Context: an optimization exercise on an open-source flow, tuned for small area, a short achievable clock period and few clock cycles per item. The choices shown serve that exercise and are no tape-out recipe. Where RTL was checked, it was by simulation tests only, not by an equivalence proof against the original. The RTL of run 1 was laid out without a check of its function. Power and IR drop assume default switching activity.

==> flow/config.mk <==
export PLATFORM = sky130hd
export DESIGN_NAME = pcie_dma_top
export DESIGN_NICKNAME = pcie_dma_top
export VERILOG_FILES = /design/flow/design.v
export SDC_FILE = /design/flow/constraint.sdc
export NUM_CORES = 4
export LEC_CHECK = 0
export CAP_MARGIN = 20
export CORE_MARGIN = 2
export CORE_UTILIZATION = 40
export SLEW_MARGIN = 20
==> flow/constraint.sdc <==
create_clock -name core_clock -period 5.5 [get_ports {clk}]
set_input_delay 1.1000 -clock core_clock [delete_from_list [all_inputs] [get_ports {clk}]]
set_output_delay 1.1000 -clock core_clock [all_outputs]
set_load 0.01 [all_outputs]
==> flow/design.v <==
`timescale 1ns/1ns
`default_nettype none
module pcie_dma_top #(
    parameter int FDEPTH = 3           
)(
    input  wire          clk,
    input  wire          i_rst_n,
    input  wire [7:0]    i_cfg_pbus_num,
    input  wire [4:0]    i_cfg_pbus_dev_num,
    input  wire          i_axis_master_tvld,
    output logic         o_axis_master_trdy,
    input  wire [127:0]  i_axis_master_tdata,
    input  wire [3:0]    i_axis_master_tkeep,
    input  wire          i_axis_master_tlast,
    input  wire          i_axis_slave_trdy,
    output logic         o_axis_slave_tvld,
    output logic [127:0] o_axis_slave_tdata,
    output logic         o_axis_slave_tlast
);
    localparam int CAP = FDEPTH + 1;               
    localparam int NW  = $clog2(CAP + 1);
    localparam int PW  = (FDEPTH > 1) ? $clog2(FDEPTH) : 1;
    localparam int QW  = 32 + 16 + 8 + 5 + 3 + 2;  
    logic        trdy_q;
    logic        v1;
    logic [31:0] d1;
    logic [5:0]  a1;
    logic [15:0] rid1;
    logic [7:0]  tag1;
    logic [3:0]  be1;
    logic [2:0]  tc1;
    logic [1:0]  attr1;
    logic        l1;
    logic        w1;
    logic        r1;
    logic [12:0] cfg_q;
    wire accept = i_axis_master_tvld && trdy_q;
    wire len1   = (i_axis_master_tdata[9:0] == 10'd1);
    wire acc_rd = accept && !i_axis_master_tdata[30];
    assign o_axis_master_trdy = trdy_q;
    always_ff @(posedge clk)
    begin
        d1    <= i_axis_master_tdata[127:96];
        a1    <= i_axis_master_tdata[71:66];
        rid1  <= i_axis_master_tdata[63:48];
        tag1  <= i_axis_master_tdata[47:40];
        be1   <= i_axis_master_tdata[35:32];
        tc1   <= i_axis_master_tdata[22:20];
        attr1 <= i_axis_master_tdata[13:12];
        l1    <= i_axis_master_tlast;
        w1    <= i_axis_master_tlast && len1 && (i_axis_master_tdata[31:24] == 8'h40);
        r1    <= i_axis_master_tlast && len1 && (i_axis_master_tdata[31:24] == 8'h00);
        cfg_q <= {i_cfg_pbus_num, i_cfg_pbus_dev_num};
    end
    logic disc;
    wire ok = v1 && !disc;
    wire wr = ok && w1;
    wire rd = ok && r1;
    logic [63:0][31:0] mem;
    logic [31:0]       wdat;
    logic [63:0][3:0]  wen;
    assign wdat = d1 & {32{i_rst_n}};
    always_comb
    begin
        for (int w = 0; w < 64; w++)
            for (int b = 0; b < 4; b++)
                wen[w][b] = (wr && (a1 == 6'(w)) && be1[b]) || !i_rst_n;
    end
    always_ff @(posedge clk)
    begin
        for (int w = 0; w < 64; w++)
            for (int b = 0; b < 4; b++)
                if (wen[w][b])
                    mem[w][b*8 +: 8] <= wdat[b*8 +: 8];
    end
    wire [QW-1:0] p1 = {mem[a1], rid1, tag1, a1[4:0], tc1, attr1};
    logic          ov;
    logic [QW-1:0] od;
    logic [QW-1:0] fb [FDEPTH];
    logic [PW-1:0] wp;
    logic [PW-1:0] rp;
    logic [NW-1:0] fc;
    wire o_free = !ov || i_axis_slave_trdy;
    wire f_empty = (fc == '0);
    wire o_from_f = o_free && !f_empty;
    wire o_from_p = o_free && f_empty && rd;
    wire f_push = rd && !o_from_p;
    wire f_pop  = o_from_f;
    wire pop    = ov && i_axis_slave_trdy;
    wire [NW:0] n_next = NW'(ov) + fc + NW'(rd) - NW'(pop);
    always_ff @(posedge clk or negedge i_rst_n)
    begin
        if (!i_rst_n)
        begin
            trdy_q <= 1'b0;
            v1     <= 1'b0;
            disc   <= 1'b0;
            ov     <= 1'b0;
            wp     <= '0;
            rp     <= '0;
            fc     <= '0;
        end
        else
        begin
            trdy_q <= (n_next + (NW+1)'(acc_rd)) <= (NW+1)'(CAP - 1);
            v1     <= accept;
            if (v1)
                disc <= !l1;
            ov     <= o_from_f || o_from_p || (ov && !i_axis_slave_trdy);
            if (f_push)
                wp <= (wp == PW'(FDEPTH - 1)) ? '0 : wp + 1'b1;
            if (f_pop)
                rp <= (rp == PW'(FDEPTH - 1)) ? '0 : rp + 1'b1;
            if (f_push && !f_pop)
                fc <= fc + 1'b1;
            else if (f_pop && !f_push)
                fc <= fc - 1'b1;
        end
    end
    always_ff @(posedge clk)
    begin
        if (o_from_f)
            od <= fb[rp];
        else if (o_from_p)
            od <= p1;
        if (f_push)
            fb[wp] <= p1;
    end
    always_comb
    begin
        o_axis_slave_tdata          = '0;
        o_axis_slave_tdata[127:96]  = od[QW-1 -: 32];           
        o_axis_slave_tdata[95:80]   = od[33:18];                
        o_axis_slave_tdata[79:72]   = od[17:10];                
        o_axis_slave_tdata[70:64]   = {od[9:5], 2'b00};         
        o_axis_slave_tdata[63:48]   = {cfg_q, 3'b000};          
        o_axis_slave_tdata[43:32]   = 12'd4;                    
        o_axis_slave_tdata[31:24]   = 8'h4a;                    
        o_axis_slave_tdata[22:20]   = od[4:2];                  
        o_axis_slave_tdata[13:12]   = od[1:0];                  
        o_axis_slave_tdata[9:0]     = 10'd1;                    
    end
    assign o_axis_slave_tvld  = ov;
    assign o_axis_slave_tlast = 1'b1;
endmodule
`default_nettype wire
==> flow/run.sh <==
#!/bin/bash
# synth_recipe.tcl (not shown) runs the flow's synth.tcl, then flattens the netlist and writes it again
# the make line also repeats each setting of config.mk as NAME=value (left out here)
make -C /OpenROAD-flow-scripts/flow DESIGN_CONFIG=/design/flow/config.mk WORK_HOME=/design/flow/orfs CLKGATE_MAP_FILE= SYNTH_SCRIPT=/design/flow/synth_recipe.tcl finish
==> results of run 1 <==
==> per-stage QoR <==
stage	std cells	setup WS (ns)	power, mW	hold slack (ns)
6_report	9392	1.53	43.7	0.178
5_1_grt	9352	1.48	45.2	0.196
4_1_cts	9339	1.45	44.1	0.195
3_5_place_dp	8884	1.48	27.4	0.411
3_3_place_gp	8879	1.38	27.3	0.406
2_1_floorplan	5639	0.599	25.3	0.382
==> cells in the final DEF, fill, tap and decap left out, types with 50 or more instances in the layout <==
cell	netlist	layout
buf_4	114	295
clkinv_1	4	55
a21oi_1	259	259
o21ai_1	0	56
diode_2	0	53
a22oi_1	320	320
nor2_1	176	176
mux2i_1	1090	1090
clkbuf_1	147	62
clkdlybuf4s50_1	0	186
conb_1	2	50
dfxtp_1	87	85
o22ai_1	96	96
edfxtp_1	2312	2312
clkbuf_16	0	280
nand2_1	167	162
o21ai_0	323	266
nand3_1	65	65
==> state kept, by name, summed over array words and instances (netlist names), 2 cells and up <==
| signal | count |
|---|---|
| rid1 | 16 |
| tc1 | 3 |
| rp | 2 |
| cfg_q | 13 |
| d1 | 32 |
| fc | 3 |
| a1 | 6 |
| wp | 2 |
| mem | 2048 |
| tag1 | 8 |
| fb | 198 |
| od | 66 |
| attr1 | 2 |
| be1 | 4 |
==> cell families after synthesis <==
kind of cell / count (synthesis) / share of synthesized area (%)
xor gates and xnor gates: 4 / 0.0372
other: 2 / 0.00796
AOI/OAI and AO/OA: 1069 / 7.18
muxes: 1091 / 11.6
buffers and inverters: 424 / 2.43
DFF: 2410 / 75.8
adders and majority gates: 8 / 0.122
and+or+nand+nor: 583 / 2.87
==> power by group through the flow <==
stage               logic (mW)  clock network [mW]  registers, mW
floorplan                 2.62                   0           22.7
global placement          4.34                   0           22.9
detailed placement        4.40                   0           23.0
CTS                       4.42                17.1           22.6
global route              4.75                17.7           22.7
finish                    4.38                16.7           22.6
==> routing by layer <==
metal,global-route usage [%],vias to the layer above
met4,8.24,14
met2,31.7,2208
met3,4.27,451
met5,0,-
li1,-,22820
met1,28.9,26263
==> worst max-delay path by stage <==
| stage | startpoint | endpoint | slack (ns) | cells after the start |
|---|---|---|---|---|
| floorplan | i_axis_slave_trdy | fb[1][0] | 0.60 | 5 |
| global placement | disc | mem[347] | 1.38 | 4 |
| detailed placement | disc | mem[356] | 1.48 | 4 |
| CTS | disc | mem[357] | 1.45 | 4 |
| global route | disc | mem[348] | 1.48 | 4 |
| finish | disc | mem[357] | 1.53 | 4 |
==> worst max-delay path: cells and delay by family (launching register included) <==
family	cells	cell delay, ns
AOI/OAI and AO/OA	1	0.93
DFF	1	0.39
and+or+nand+nor	3	2.22
==> final cells by class <==
type                    count  area (sq um)  area share [%]
multi-input cells        2805         20900            19.2
clock inverters           110           806           0.739
well taps                3150          3940            3.61
clock buffers             345          7280            6.68
repair buffers            503          4500            4.12
diodes                     53           133           0.122
flip-flops and latches   2410         71500            65.5
inverters                  16          60.1          0.0551
==> run summary, run 1 <==
max_cap viols=0; Hold Path Class=input pin to async pin; CP cell instances=nand3b_1 -> nor3_2 -> nand2_1 -> o21ai_1; WL/cell=26.9 um; layout cell share with drive strength beyond 1=12.2%; Post-Route Setup TNS=0 ns; Async S/R FF share, synth=0.456%; CTS HTree Levels=5; CTS tree=done; top_reg_cell synth=edfxtp_1; unrepaired setup endpoints after global routing=false; CP startpoint kind=flip-flop; Worst R2R End=mem[357]; status=complete, no violations; crit path max fanout=16; Row Count=178; Max-slew headroom=17.9%; Comb pwr share=10.0%; WL met2=117000 um; Die Y=490 um; HPWL Detailed=154000 um; setup skew after layout=0.0509 ns; wl on met1=107000 um; Sw Ratio=23.6%; CORE AREA=235000 sq um; Largest stage delay, worst path=0.93 ns; met3 wire len=20900 um; Reg power frac=51.7%; YS warnings=1; Post-CTS Repair Setup Buffers=0; count of pins over their slew limit=0; Crit. End Element=flip-flop; Worst-path clk slew=0.05 ns; Max rail drop VDD=331 uV; clk root buf=clkbuf_16; Fillers=20026; routed wire length=253000 um; CTS Hold Buffers Added=0; Crit path arrival time=4.45 ns; Internal Pwr Total=33.4 mW; syn avg cell area=16.9 sq um; Pwr Density=401 nW/um^2; Synth area leader=edfxtp_1; endpoints failing setup=0; number of synthesized flops with an enable pin=2312; P_leak=38.7 nW; GRT Util Overall=20.7%; Residual DRC=0; Avg Vias per Cell=5.51; FMAX=0.252 GHz; Yosys reg bits=2410; Mapped Area=94300 sq um; Design Area, Final=109000 sq um; Commonest cells post-synth=edfxtp_1 (2312), mux2i_1 (1090), o21ai_0 (323); initial antenna violation count=31; initial DRC count=5550; Crit Path Category=flip-flop to flip-flop; Crit path required time=5.98 ns; post-layout min period=3.97 ns; Final Core Density=46.5%; FF-to-FF setup slack=1.53 ns; Cells after Synth=5591; worst slew pin tran=1.23 ns; period utilization=72.2%; Die Wd=490 um; Worst path slowest cell=o21ai_1; post-CTS sizing=0; reg-to-reg startpoint=disc; Area growth, synth to finish=15.7%; vias in the first global route=49533; Yosys top cell area share=73.6%; routed vias=51756; gp weighted congestion=0.847; CTS sink cnt=2410; Clk network pwr share=38.3%; most numerous cell in the Yosys netlist=edfxtp_1; first-pass GRT wire length=357000 um; Cell variety after synth=49; reg2reg path depth=4; clk latency of the worst-skew pair=0.91 ns; sequential area share after synthesis=75.8%; Highest Signal Layer=met5; Clock Path Buffers=4; # nets final=6168; length of the first detailed-routing pass in iterations=9; io pins=281; final hold violations=0; total gr overflow=0; Area after DPL=101000 sq um; count of input and output buffers=187; synth top area cells=edfxtp_1 (74%), mux2i_1 (12%), a22oi_1 (2.5%), dfxtp_1 (1.8%), o21ai_0 (1.7%); Initial Util=40.2%; Inserted Clock Buffers=274; largest net degree at the start of global routing=105; remaining antenna violation count after routing=0; net switching power=10.3 mW; die footprint=240000 sq um
==> run 2, diff against run 1 <==
--- a/flow/design.v
+++ b/flow/design.v
@@ -24,13 +24,12 @@
     logic        trdy_q;
-    logic        v1;
     logic [31:0] d1;
-    logic [5:0]  a1;
+    logic [4:0]  a1;
+    logic [63:0] oh1;
     logic [15:0] rid1;
     logic [7:0]  tag1;
-    logic [3:0]  be1;
+    logic [3:0]  bw1;      
     logic [2:0]  tc1;
     logic [1:0]  attr1;
-    logic        l1;
-    logic        w1;
-    logic        r1;
+    logic        rv1;      
+    logic        disc;     
     logic [12:0] cfg_q;
@@ -43,17 +42,29 @@
         d1    <= i_axis_master_tdata[127:96];
-        a1    <= i_axis_master_tdata[71:66];
+        a1    <= i_axis_master_tdata[70:66];
+        for (int w = 0; w < 64; w++)
+            oh1[w] <= (i_axis_master_tdata[71:66] == 6'(w));
         rid1  <= i_axis_master_tdata[63:48];
         tag1  <= i_axis_master_tdata[47:40];
-        be1   <= i_axis_master_tdata[35:32];
         tc1   <= i_axis_master_tdata[22:20];
         attr1 <= i_axis_master_tdata[13:12];
-        l1    <= i_axis_master_tlast;
-        w1    <= i_axis_master_tlast && len1 && (i_axis_master_tdata[31:24] == 8'h40);
-        r1    <= i_axis_master_tlast && len1 && (i_axis_master_tdata[31:24] == 8'h00);
         cfg_q <= {i_cfg_pbus_num, i_cfg_pbus_dev_num};
     end
-    logic disc;
-    wire ok = v1 && !disc;
-    wire wr = ok && w1;
-    wire rd = ok && r1;
+    wire ok0 = accept && !disc && i_axis_master_tlast && len1;
+    always_ff @(posedge clk or negedge i_rst_n)
+    begin
+        if (!i_rst_n)
+        begin
+            disc <= 1'b0;
+            bw1  <= '0;
+            rv1  <= 1'b0;
+        end
+        else
+        begin
+            if (accept)
+                disc <= !i_axis_master_tlast;
+            bw1 <= (ok0 && (i_axis_master_tdata[31:24] == 8'h40)) ? i_axis_master_tdata[35:32] : 4'h0;
+            rv1 <= ok0 && (i_axis_master_tdata[31:24] == 8'h00);
+        end
+    end
+    wire rd = rv1;
     logic [63:0][31:0] mem;
@@ -66,3 +77,3 @@
             for (int b = 0; b < 4; b++)
-                wen[w][b] = (wr && (a1 == 6'(w)) && be1[b]) || !i_rst_n;
+                wen[w][b] = (oh1[w] && bw1[b]) || !i_rst_n;
     end
@@ -75,3 +86,10 @@
     end
-    wire [QW-1:0] p1 = {mem[a1], rid1, tag1, a1[4:0], tc1, attr1};
+    logic [31:0] rdat;
+    always_comb
+    begin
+        rdat = '0;
+        for (int w = 0; w < 64; w++)
+            rdat = rdat | (mem[w] & {32{oh1[w]}});
+    end
+    wire [QW-1:0] p1 = {rdat, rid1, tag1, a1, tc1, attr1};
     logic          ov;
@@ -95,4 +113,2 @@
             trdy_q <= 1'b0;
-            v1     <= 1'b0;
-            disc   <= 1'b0;
             ov     <= 1'b0;
@@ -105,5 +121,2 @@
             trdy_q <= (n_next + (NW+1)'(acc_rd)) <= (NW+1)'(CAP - 1);
-            v1     <= accept;
-            if (v1)
-                disc <= !l1;
             ov     <= o_from_f || o_from_p || (ov && !i_axis_slave_trdy);
--- a/flow/config.mk
+++ b/flow/config.mk
@@ -10,2 +10,3 @@
 export CORE_UTILIZATION = 40
+export SETUP_SLACK_MARGIN = 3.0
 export SLEW_MARGIN = 20
==> run summary, run 2 <==
status=complete, no violations; CP startpoint kind=flip-flop; net switching power=9.75 mW (-5.4%); Commonest cells post-synth=edfxtp_1 (2312), nand2_1 (659), a221oi_1 (384), a22o_1 (384), a22oi_1 (226); CORE AREA=224000 sq um (-4.4%); count of pins over their slew limit=0 (unchanged); number of synthesized flops with an enable pin=2312 (unchanged); CTS HTree Levels=4 (-1); Async S/R FF share, synth=0.607% (+0.15 points); final worst setup slack=2.66 ns (+1.13 ns); Yosys top cell area share=77.0% (+3.4 points); sequential area share after synthesis=80.6% (+4.8 points); FMAX=0.352 GHz (+40%); Max rail drop VDD=306 uV (-7.6%); Sw Ratio=22.8% (-0.79 points); worst slew pin tran=1.05 ns (-0.174 ns); endpoints failing setup=0 (unchanged); io pins=281 (unchanged); Avg Vias per Cell=5.78 (+5.0%); Cells after Synth=5151 (-7.9%); syn avg cell area=17.5 sq um (+3.8%); clk latency of the worst-skew pair=0.90 ns (about the same); largest net degree at the start of global routing=86 (-18%); final hold violations=0 (unchanged); Crit Path Category=flip-flop to flip-flop; # nets final=5626 (-8.8%); Clock Path Buffers=3 (-1); Inserted Clock Buffers=239 (-13%); total gr overflow=0 (unchanged); Clk network pwr share=38.9% (+0.6 points); initial antenna violation count=20 (-35%); Final Core Density=47.6% (+1.1 points); crit path max fanout=10 (-6); Hold Path Class=input pin to async pin; synth top area cells=edfxtp_1 (77%), a221oi_1 (3.7%), a22o_1 (3.7%), dfxtp_1 (3.2%), nand2_1 (2.7%); reg-to-reg startpoint=oh1[5]; CP cell instances=buf_12 -> a22o_1 -> a221oi_2 -> nand4_1 -> or4_4 -> mux2_4; remaining antenna violation count after routing=0 (unchanged); Initial Util=40.2% (about the same); Crit path required time=6.11 ns (+0.13 ns); die footprint=229000 sq um (-4.4%); CTS tree=done; Die Wd=479 um (-2.2%); Fillers=18469 (-7.8%); Yosys reg bits=2470 (+2.5%); layout cell share with drive strength beyond 1=19.8% (+7.6 points); non-filler cells in the finished layout=8681 (-7.6%); most numerous cell in the Yosys netlist=edfxtp_1; Top Usage Layer GRT=met2; Reg power frac=53.9% (+2.2 points); Design Area, Final=107000 sq um (-2.1%); Mapped Area=90100 sq um (-4.4%); Area growth, synth to finish=18.5%; setup skew after layout=0.0967 ns (+0.0458 ns); CTS sink cnt=2470 (+2.5%); length of the first detailed-routing pass in iterations=6 (-3); vias in the first global route=47980 (-3.1%); commonest cells after routing, fill and taps aside=edfxtp_1 (2312), nand2_1 (658), a22o_1 (371), clkbuf_16 (246), a22oi_1 (204); HPWL Detailed=140000 um (-8.8%); Top Registers=mem: 2048 flops, fb: 198 flops, od: 66 flops; routed vias=50216 (-3.0%); Crit path max-delay family=simple AND/OR/NAND/NOR gates; initial DRC count=7002 (+26%); Critical path origin=oh1[5]; largest register by flop count=mem; number of placed cells counting well taps=8072 (-9.1%); Max-slew headroom=29.7% (+12 points); clk root buf=clkbuf_16; period utilization=51.7% (-20 points); CTS Hold Buffers Added=0 (unchanged); Residual DRC=0 (unchanged); Pwr Density=400 nW/um^2 (about the same); top_reg_cell synth=edfxtp_1; WL/cell=28.8 um (+7.0%); Cell variety after synth=45 (-8.2%); GRT Util Overall=21.1% (+0.38 points); unrepaired setup endpoints after global routing=true; commonest non-fill, non-tap cell in the layout=edfxtp_1; Comb pwr share=7.2% (-2.8 points); Row Count=174 (-2.2%); M2 GR Usage=32.0% (+0.31 points); first-pass GRT wire length=349000 um (-2.2%); pre-CTS setup slack=1.86 ns (+0.376 ns); Worst-path clk slew=0.06 ns (about the same); YS warnings=1 (unchanged); max_cap viols=0 (unchanged); Die Y=479 um (-2.2%); Area after DPL=94700 sq um (-6.1%); Post-Route Setup TNS=0 ns (unchanged); Worst path slowest cell=or4_4; M1 GR Usage=29.6% (+0.79 points); crit path buf inv count=1 (+1); number of flip-flops in the largest register=2048 (unchanged); gp weighted congestion=0.817 (-3.5%); Crit path arrival time=3.45 ns (-1.00 ns); Synth area leader=edfxtp_1; Internal Pwr Total=33.0 mW (-1.1%); Largest stage delay, worst path=0.78 ns (-0.15 ns); post-layout min period=2.84 ns (-1.13 ns); routed wire length=250000 um (-1.1%); grt met3 use=4.93% (+0.66 points); P_leak=36.4 nW (-6.1%); Crit. End Element=flip-flop; count of input and output buffers=187 (unchanged)
-- run 2: cell families after synthesis --
group	count (synthesis)	share of synthesized area, %
compound gates	1134	10.4
other cells	2	0.00833
mux	100	1.27
xor+xnor	3	0.0292
simple gates	1021	5.12
fa+ha+maj	7	0.114
flops	2470	80.6
buf+inv	414	2.46
-- run 2: final cells by class --
class                           instances  area (sq um)  share of cell area (%)
Clock buffer                          299          6410                    6.00
Tap cell                             2992          3740                    3.51
Antenna cell                            7          17.5                  0.0164
Clock inverter                        155          1660                    1.55
Inverter                                7          26.3                  0.0246
Timing Repair Buffer                  435          4760                    4.46
Multi-Input combinational cell       2316         17300                    16.2
Sequential cell                      2470         72900                    68.2
-- run 2: path summary, 6_finish.rpt --
check	to	slack, ns	depth (start not counted)
min	trdy_q	0.15	1
min reg2reg	fb[0][8]	0.48	0
max reg2reg	od[52]	2.66	6
max	od[52]	2.66	6
min in group core_clock	fb[0][8]	0.48	0
max in group asynchronous	bw1[1]	4.09	2
-- run 2: power groups by stage --
stage          sequential [mW]  combinational (mW)  clock [mW]
2_1_floorplan             23.2                1.72           0
3_3_place_gp              23.3                3.03           0
3_5_place_dp              23.4                3.06           0
4_1_cts                   23.0                3.04        16.9
5_1_grt                   23.2                3.33        17.6
6_report                  23.0                3.09        16.6
-- run 2: metal layers --
metal / share of wire, % / up-vias
li1: - / 21416
met1: 41 / 25799
met2: 45 / 2608
met3: 11 / 389
met4: 3.7 / 4
met5: 0.0084 / -
-- run 2: timing repair --
item | 4_1_cts | 5_1_grt
hold endpoints to repair | 0 | 0
setup endpoints to repair | 307 | 564
gates resized for setup | 675 | 135
cloned | 11 | 6
setup buffers | 110 | 20
pin swaps | 98 | 68
-- run 2: stage by stage --
stage                     hold slack [ns]  power [mW]
after detailed placement            0.470        26.5
final                               0.150        42.8
after global routing                0.179        44.2
after floorplan                     0.443        24.9
after CTS                           0.188        43.0
after global placement              0.455        26.4
Testbench counts of run 2, summed over its fixed seeds: cycles 16,787, items 16,000.
==> run 3, diff against run 2 <==
--- a/flow/design.v
+++ b/flow/design.v
@@ -103,4 +103,3 @@
     wire o_from_f = o_free && !f_empty;
-    wire o_from_p = o_free && f_empty && rd;
-    wire f_push = rd && !o_from_p;
+    wire f_push = rd;
     wire f_pop  = o_from_f;
@@ -121,3 +120,3 @@
             trdy_q <= (n_next + (NW+1)'(acc_rd)) <= (NW+1)'(CAP - 1);
-            ov     <= o_from_f || o_from_p || (ov && !i_axis_slave_trdy);
+            ov     <= o_from_f || (ov && !i_axis_slave_trdy);
             if (f_push)
@@ -136,4 +135,2 @@
             od <= fb[rp];
-        else if (o_from_p)
-            od <= p1;
         if (f_push)
--- a/flow/config.mk
+++ b/flow/config.mk
@@ -9,3 +9,5 @@
 export CORE_MARGIN = 2
-export CORE_UTILIZATION = 40
+export CORE_UTILIZATION = 65
+export CTS_CLUSTER_DIAMETER = 60
+export CTS_CLUSTER_SIZE = 20
 export SETUP_SLACK_MARGIN = 3.0
==> run summary, run 3 <==
# nets final=5326 (-5.3%); Design Area, Final=99200 sq um (-7.1%); routed wire length=278000 um (+11%); non-filler cells in the finished layout=7046 (-19%); clk latency of the worst-skew pair=0.82 ns (-0.08 ns); number of synthesized flops with an enable pin=2312 (unchanged); largest net degree at the start of global routing=100 (+16%); first-pass GRT wire length=375000 um (+7.5%); FMAX=0.387 GHz (+10%); CORE AREA=136000 sq um (-39%); P_leak=33.4 nW (-8.1%); Residual DRC=0 (unchanged); Initial Util=65.7% (+26 points); status=complete, no violations; GRT Util Overall=39.2% (+18 points); max_cap viols=0 (unchanged); post-layout min period=2.58 ns (-0.259 ns); FF-to-FF setup slack=2.92 ns (+0.26 ns); wl on met1=95100 um (-6.2%); CTS HTree Levels=4 (unchanged); Avg Vias per Cell=7.31 (+26%); worst slew pin tran=0.991 ns (-0.0641 ns); Highest Signal Layer=met5; Row Count=135 (-22%); die footprint=140000 sq um (-39%); Die Wd=374 um (-22%); commonest cells after routing, fill and taps aside=edfxtp_1 (2312), nand2_1 (589), a22o_1 (512), a221oi_1 (390), clkbuf_16 (160); Mapped Area=89200 sq um (-1.0%); top_reg_cell synth=edfxtp_1; area of the multi-input gates=15400 sq um (-11%); layout cell share with drive strength beyond 1=14.6% (-5.2 points); Cell variety after synth=36 (-20%); Synth area leader=edfxtp_1; CP cell instances=buf_4 -> a22o_1 -> a221oi_1 -> nand4_1 -> or4_4; number of placed cells counting well taps=6698 (-17%); Hold Path Class=input pin to async pin; largest register by flop count=mem; Area after DPL=92400 sq um (-2.4%); Crit. End Element=flip-flop; gp weighted congestion=0.909 (+11%); clk root buf=clkbuf_16; count of input and output buffers=187 (unchanged); Async S/R FF share, synth=0.607% (unchanged); most numerous cell in the Yosys netlist=edfxtp_1; Yosys reg bits=2470 (unchanged); synth top area cells=edfxtp_1 (78%), a22o_1 (5.0%), a221oi_1 (5.0%), dfxtp_1 (3.2%), nand2_1 (2.5%); HPWL Detailed=168000 um (+20%); sequential area share after synthesis=81.4% (+0.83 points); Pwr Density=374 nW/um^2 (-6.5%); initial DRC count=9008 (+29%); Top Registers=mem: 2048 flops, fb: 198 flops, od: 66 flops; Power, Total=37.2 mW (-13%); count of pins over their slew limit=0 (unchanged); syn avg cell area=18.0 sq um (+3.1%); met3 wire len=40200 um (+50%); crit path max fanout=9 (-1); Crit Path Category=flip-flop to flip-flop; initial antenna violation count=9 (-55%); routed vias=51472 (+2.5%); Inserted Clock Buffers=149 (-38%); final hold violations=0 (unchanged); io pins=281 (unchanged); Crit path arrival time=3.09 ns (-0.36 ns); Worst path slowest cell=or4_4; commonest non-fill, non-tap cell in the layout=edfxtp_1; unrepaired setup endpoints after global routing=true; Clock Path Buffers=3 (unchanged); Commonest cells post-synth=edfxtp_1 (2312), nand2_1 (592), a22o_1 (512); WL/cell=39.4 um (+37%); CP startpoint kind=flip-flop; vias in the first global route=47633 (-0.72%); Fillers=8251 (-55%); CTS sink cnt=2470 (unchanged); period utilization=47.0% (-4.7 points); setup skew after layout=0.0365 ns (-0.0602 ns); Die Y=374 um (-22%); CTS tree=done; Area growth, synth to finish=11.2%; WL met2=126000 um (+12%); number of flip-flops in the largest register=2048 (unchanged); Crit path required time=6.00 ns (-0.11 ns); Worst-path clk slew=0.08 ns (+0.02 ns); remaining antenna violation count after routing=0 (unchanged); Cells after Synth=4943 (-4.0%); YS warnings=1 (unchanged); total gr overflow=0 (unchanged); Reg area=72900 sq um (about the same); Post-Route Setup TNS=0 ns (unchanged); Largest stage delay, worst path=0.60 ns (-0.18 ns); Max rail drop VDD=356 uV (+16%); length of the first detailed-routing pass in iterations=6 (unchanged); Yosys top cell area share=77.8% (+0.80 points); endpoints failing setup=0 (unchanged); Max-slew headroom=34.0% (+4.3 points)
## run 3: layout make-up
type	instances	share of cell area (%)
flip-flops and latches	2470	73.5
inverters	11	0.0454
multi-input cells	2114	15.5
clock buffers	218	4.28
well taps	1781	2.25
diodes	1	0.00252
repair buffers	420	4.05
repair inverters	2	0.0126
clock inverters	29	0.361
## run 3: worst max-delay path: cells and delay by family, from the launching register on
kind | cells | cell delay, ns
AND/OR/NAND/NOR | 2 | 0.89
AO/OA/AOI/OAI | 2 | 0.70
flip-flops | 1 | 0.43
buffers and inverters | 1 | 0.25
## run 3: per-stage QoR
step           setup slack [ns]  utilization, %  hold slack, ns
5_1_grt                    2.94            73.1           0.240
6_report                   2.92            73.1           0.239
3_5_place_dp               1.95            68.0           0.434
4_1_cts                    2.80            72.3           0.262
2_1_floorplan              2.73               -           0.421
3_3_place_gp               1.98            68.0           0.422
## run 3: final timing paths
| path | startpoint | end | cells after the start |
|---|---|---|---|
| setup / recovery | oh1[16] | fb[0][36] | 5 |
| hold / removal | i_rst_n | bw1[3] | 1 |
| setup reg to reg | oh1[16] | fb[0][36] | 5 |
| hold reg to reg | rid1[8] | fb[1][26] | 0 |
| max in group asynchronous | i_rst_n | rp[1] | 2 |
| min in group core_clock | rid1[8] | fb[1][26] | 0 |
## run 3: routing by layer
layer | global-route usage, % | vias to the layer above
li1 | - | 20475
met1 | 54.3 | 25957
met2 | 59.3 | 4281
met3 | 9.53 | 745
met4 | 18.9 | 14
met5 | 0 | -
## run 3: cells by family after synthesis
group,after synthesis,share of synthesized area [%]
flip-flops,2470,81.4
AND/OR/NAND/NOR,887,4.41
XOR/XNOR,4,0.0393
AO/OA/AOI/OAI,1098,10.5
buffers and inverters,407,2.71
other,2,0.00842
multiplexers,67,0.753
adder cells (fa/ha/maj),8,0.129
## run 3: repair_timing
| item | 4_1_cts | 5_1_grt |
|---|---|---|
| gates cloned | 1 | 1 |
| gates resized for setup | 523 | 81 |
| pin swaps | 31 | 40 |
| setup endpoints to repair | 295 | 419 |
| buffers inserted | 32 | 66 |
| hold buffers | 0 | 0 |
## run 3: power by group
part | total (mW) | switching, mW | internal (mW)
Clock | 11.7 | 5.96 | 5.70
Sequential | 22.9 | 0.596 | 22.3
Combinational | 2.61 | 1.85 | 0.764
Testbench counts of run 3, summed over its fixed seeds: cycles 17,095, items 16,000.

## separate check: timing with driven ports
No port has a modelled driver above. Below, the same layouts with a new extraction and two added sets of constraints.
Step 1: set_driving_cell puts a clkbuf_16 on clk and a buf_2 on each other input, an assumption about the parent block.
Step 2 also shifts input and output timing later by t, the mid clock arrival at the registers, as if the neighbouring blocks saw the same clock.
Slacks: no drivers / after step 1 / after step 2; pairs: no drivers / after step 1.
| run | t (ns) | setup WS [ns] | worst hold slack (ns) | worst setup path after step 2 | slew at the worst register clock pin (ns) |
|---|---|---|---|---|---|
| run 1 | 0.983 | 1.532 / 1.532 / 1.532 | 0.178 / 0.134 / 0.425 | register to register | 0.06 / 0.06 |
| run 2 | 0.954 | 2.658 / 2.658 / 2.127 | 0.150 / 0.100 / 0.477 | input to register | 0.07 / 0.07 |
| run 3 | 0.877 | 2.917 / 2.917 / 2.108 | 0.239 / 0.223 / 0.453 | input to register | 0.09 / 0.09 |
After both steps every run listed still meets setup and hold. For run 3, which loses most, drivers alone change the setup slack by 0.000 ns; drivers and shift together by -0.809 ns.
